Background: an optimization exercise with open tools, aiming at small area and few clock cycles. Do not read the settings as production practice. Only simulation tests tie the RTL to the original design; equivalence was not proved. Power figures rest on the tool's default switching activity, not on a simulated workload.

run 1:
Design match_token_emitter, start of the top module:
module match_token_emitter (
  input  logic                              clk,
  input  logic                              rst,
  input  logic                              item_valid,
  output logic                              item_ready,
  input  mte_pkg::item_t                    item,
  output logic                              token_valid,
  input  logic                              token_ready,
  output mte_pkg::token_t                   token,
  input  logic                              cfg_valid,
  output logic                              cfg_ready,
  input  logic [mte_pkg::MIN_LEN_BITS-1:0]  cfg_min_match_len
);
Size: ~3000 cells after synthesis, ~140 flip-flops, about 370 I/O pins.
export LEC_CHECK = 0
export ABC_AREA = 1
export CAP_MARGIN = 20
export CORE_MARGIN = 2
export CORE_UTILIZATION = 40
export GPL_TIMING_DRIVEN = 0
export SLEW_MARGIN = 20
create_clock -name core_clock -period 10.0 [get_ports {clk}]
standard.sh (not shown) runs the stock make flow with config.mk's settings and CLKGATE_MAP_FILE= SYNTH_SCRIPT=/design/flow/synth_recipe.tcl, a recipe that flattens the netlist after the stock synthesis.
==> flow/flow/run.sh <==
#!/bin/bash
# The standard layout, with the input and output port buffers made from the
# smallest buffer cell (buf_1) instead of the cell buffer_ports picks itself.
# Each tool's full output goes to the log of its step under orfs/logs/, and
# make's own output to standard.log in this folder.
set -euo pipefail
bash standard.sh "BUFFER_PORTS_ARGS=-buffer_cell sky130_fd_sc_hd__buf_1" finish > standard.log 2>&1
Testbench counts of run 1, summed over its fixed seeds: cycles 24,000.
> inputs changed (run 1 -> run 2)
Settings: GPL_TIMING_DRIVEN removed (was 0); CORE_UTILIZATION changed from 40 to 65.
## What came out
- Diff run 1 and run 2: proportion of power drawn by the clock network lower in run 1
- | total wire length after detailed routing | run 2 vs run 1 | about 18% lower |
- Compared with run 1, run 2 shows number of global-route vias before repair that has gone up by a few percent.
[inputs] run 3 vs run 2
Settings: an added CTS_BUF_LIST of sky130_fd_sc_hd__clkbuf_8.
==> comparison <==
Run 3: no failed stages, no open violations at the end. Run 3 ends up with higher clock transition time at the flip-flop clock pins of the worst setup and hold paths than run 2 does. Run 2 → run 3: area added between synthesis and finish has decreased, clock insertion delay at the later pin of the skew report has increased, static power due to leakage has decreased.
Relative to run 3, the following input files were edited for run 4:
Settings: removing CTS_BUF_LIST (formerly sky130_fd_sc_hd__clkbuf_8); changing CORE_UTILIZATION from 65 to 40.
Notes after the runs:
Timing, DRC, antenna: 0 failures across run 3 and run 4. Run 4 — post-placement cell area 1.8% higher, run 3 as reference. Compared to run 3, run 4 has least setup slack across all paths after layout 91 ps higher. Compared with run 3, in run 4 slew at the pin with the worst max-slew slack moved down; overall power consumption moved up.

========
## sierra
match_token_emitter, a different RTL version from the one above (not shown whole).
For scale: roughly 3,100 cells after synthesis, roughly 370 I/O pins.
Settings: LEC_CHECK=0, ABC_AREA=1, CAP_MARGIN=20, CORE_MARGIN=2, CORE_UTILIZATION=65, SLEW_MARGIN=20; clock period 10.0 ns.
==> flow/flow/run.sh <==
#!/bin/bash
# The standard layout with three changes:
#  - synthesis leaves the adders to abc instead of mapping them onto the
#    library's full- and half-adder cells first (ADDER_MAP_FILE empty);
#  - after the standard synthesis, the combinational logic of its netlist is
#    mapped again by abc for area (flow/remap.abc); every register stays the
#    instance, name and cell the standard synthesis gave it;
#  - the input and output port buffers are made from the smallest buffer
#    cell (buf_1) instead of the cell buffer_ports picks itself.
# Logs in this folder: synth.log (make, synthesis), remap.log (yosys, the
# second mapping), remap_eq.log (yosys, its equivalence proof), standard.log
# (make, the rest); each ORFS step also keeps
# its tool's full output under orfs/logs/.
set -euo pipefail
W=$(pwd)
R=$W/orfs/results/sky130hd/match_token_emitter/base
PLAT=$FLOW_HOME/platforms/sky130hd
LIB=$PLAT/lib/sky130_fd_sc_hd__tt_025C_1v80.lib
YOSYS=$(command -v yosys || echo "$FLOW_HOME/../tools/install/yosys/bin/yosys")
ARGS=("BUFFER_PORTS_ARGS=-buffer_cell sky130_fd_sc_hd__buf_1" "ADDER_MAP_FILE=")

bash standard.sh "${ARGS[@]}" synth > synth.log 2>&1

# the platform's don't-use cells, as the standard synthesis hands them to abc
DONT_USE=$(awk '/DONT_USE_CELLS \+=/{f=1} f{print} f&&!/\\$/{exit}' "$PLAT/config.mk" \
  | grep -o 'sky130_fd_sc_hd__[a-z0-9_]*' | sed 's/^/-dont_use /' | tr '\n' ' ')
cp "$R/1_2_yosys.v" "$R/1_2_yosys_standard.v"
cat > remap.ys <<EOT
read_liberty -ignore_miss_func $LIB
read_verilog $R/1_2_yosys_standard.v
hierarchy -check -top $FLOW_TOP
setattr -mod -set keep_hierarchy 1 sky130_fd_sc_hd__dfxtp_1
flatten
opt_clean -purge
abc -script $W/flow/remap.abc -liberty $LIB $DONT_USE
opt_clean -purge
hilomap -singleton -hicell sky130_fd_sc_hd__conb_1 HI -locell sky130_fd_sc_hd__conb_1 LO
splitnets
opt_clean -purge
read_liberty -lib -overwrite $LIB
hierarchy -check -top $FLOW_TOP
check -assert
stat -liberty $LIB
select $FLOW_TOP
write_verilog -noattr -noexpr -selected $R/1_2_yosys_remap.v
EOT
# the second mapping is kept only if it is proven to do what the standard
# netlist does, register for register
cat > remap_eq.ys <<EOT
read_liberty -ignore_miss_func $LIB
read_verilog $R/1_2_yosys_standard.v
rename $FLOW_TOP gold
read_verilog $R/1_2_yosys_remap.v
rename $FLOW_TOP gate
flatten gold gate
rename -hide gold/w:_* gate/w:_*
opt_clean -purge
equiv_make gold gate eq
hierarchy -top eq
equiv_simple
equiv_induct -seq 1
equiv_status -assert
EOT
if "$YOSYS" -s remap.ys > remap.log 2>&1 && "$YOSYS" -s remap_eq.ys > remap_eq.log 2>&1; then
  cp "$R/1_2_yosys_remap.v" "$R/1_2_yosys.v"
  rm -f "$R/1_synth.odb" "$R/1_synth.sdc"
fi

bash standard.sh "${ARGS[@]}" finish > standard.log 2>&1
==> flow/flow/remap.abc <==
strash
dch
map -B 0.9
topo
stime -c
buffer -c
upsize -c -D 6000
dnsize -c -D 6000
Testbench counts of sierra, summed over its fixed seeds: cycles 24,000.
## Diff of input files: garnet against sierra
==> flow/flow/remap.abc <==
strash
&get -n
&st
&dch
&nf -R 1000
&put
topo
stime -c
buffer -c
upsize -c -D 6000
dnsize -c -D 6000
==> summary.txt <==
- The log for garnet ends in global routing (5_1_grt) with error GRT-0116, so the run never completed.
- Synthesized cell count, sierra and garnet, higher one = sierra.
- Summary of garnet over sierra: count of standard-cell rows -3; synthesized area per cell +2.0 um2; HPWL after detailed placement -about 1.9%.
### garnet -> raven
==> flow/flow/remap.abc <==
strash
dch
map -a
topo
### Flow results
Re placed cell area: raven is 950 um2 up on garnet.
Row count for raven: 1.9% down relative to garnet
Row post-synthesis net count: raven higher / garnet lower
raven did not finish; the tool stopped in clock tree synthesis (4_1_cts) with error DPL-0038.
Gate count of the mapped netlist (raven over garnet): increase, 30%
[raven] pre-CTS worst setup slack fell 1.37 ns relative to garnet
Compared with garnet, in raven average instance area after synthesis shrank by 1.7 um2, synthesized area now smaller, quantity of gates resized following cts went up 377.

==> port drivers added, routing unchanged <==
Ports are ideal in the flow. The routed layouts listed here were re-timed in OpenROAD. Step 1: set_driving_cell puts a clkbuf_16 on clk and a buf_2 on each other input, an assumption about the parent block. Step 2 times the ports against the registers' clock, not the clock port: input delays grow and output delays shrink by t, the midpoint of the rising clock arrivals with the driver on. Slacks: ideal / step 1 / step 2; pairs: ideal / step 1.
| run | shift t [ns] | slack for setup (ns) | latest minus earliest clock arrival (ns) | worst slew at a driven data input, ns |
|---|---|---|---|---|
| run 1 | 0.542 | 0.283 / 0.261 / 0.261 | 0.015 / 0.015 | 0.10 |
| run 2 | 0.508 | 0.470 / 0.347 / 0.335 | 0.011 / 0.011 | 0.14 |
| run 3 | 0.556 | 0.470 / 0.346 / 0.346 | 0.018 / 0.018 | 0.14 |
| run 4 | 0.555 | 0.560 / 0.521 / 0.521 | 0.013 / 0.014 | 0.10 |
| sierra | 0.498 | 0.515 / 0.477 / 0.389 | 0.016 / 0.016 | 0.09 |
After both steps setup and hold are still met in every run listed. The setup slack of run 2, which loses most, moves by -0.123 ns with the drivers and by -0.135 ns with both steps.
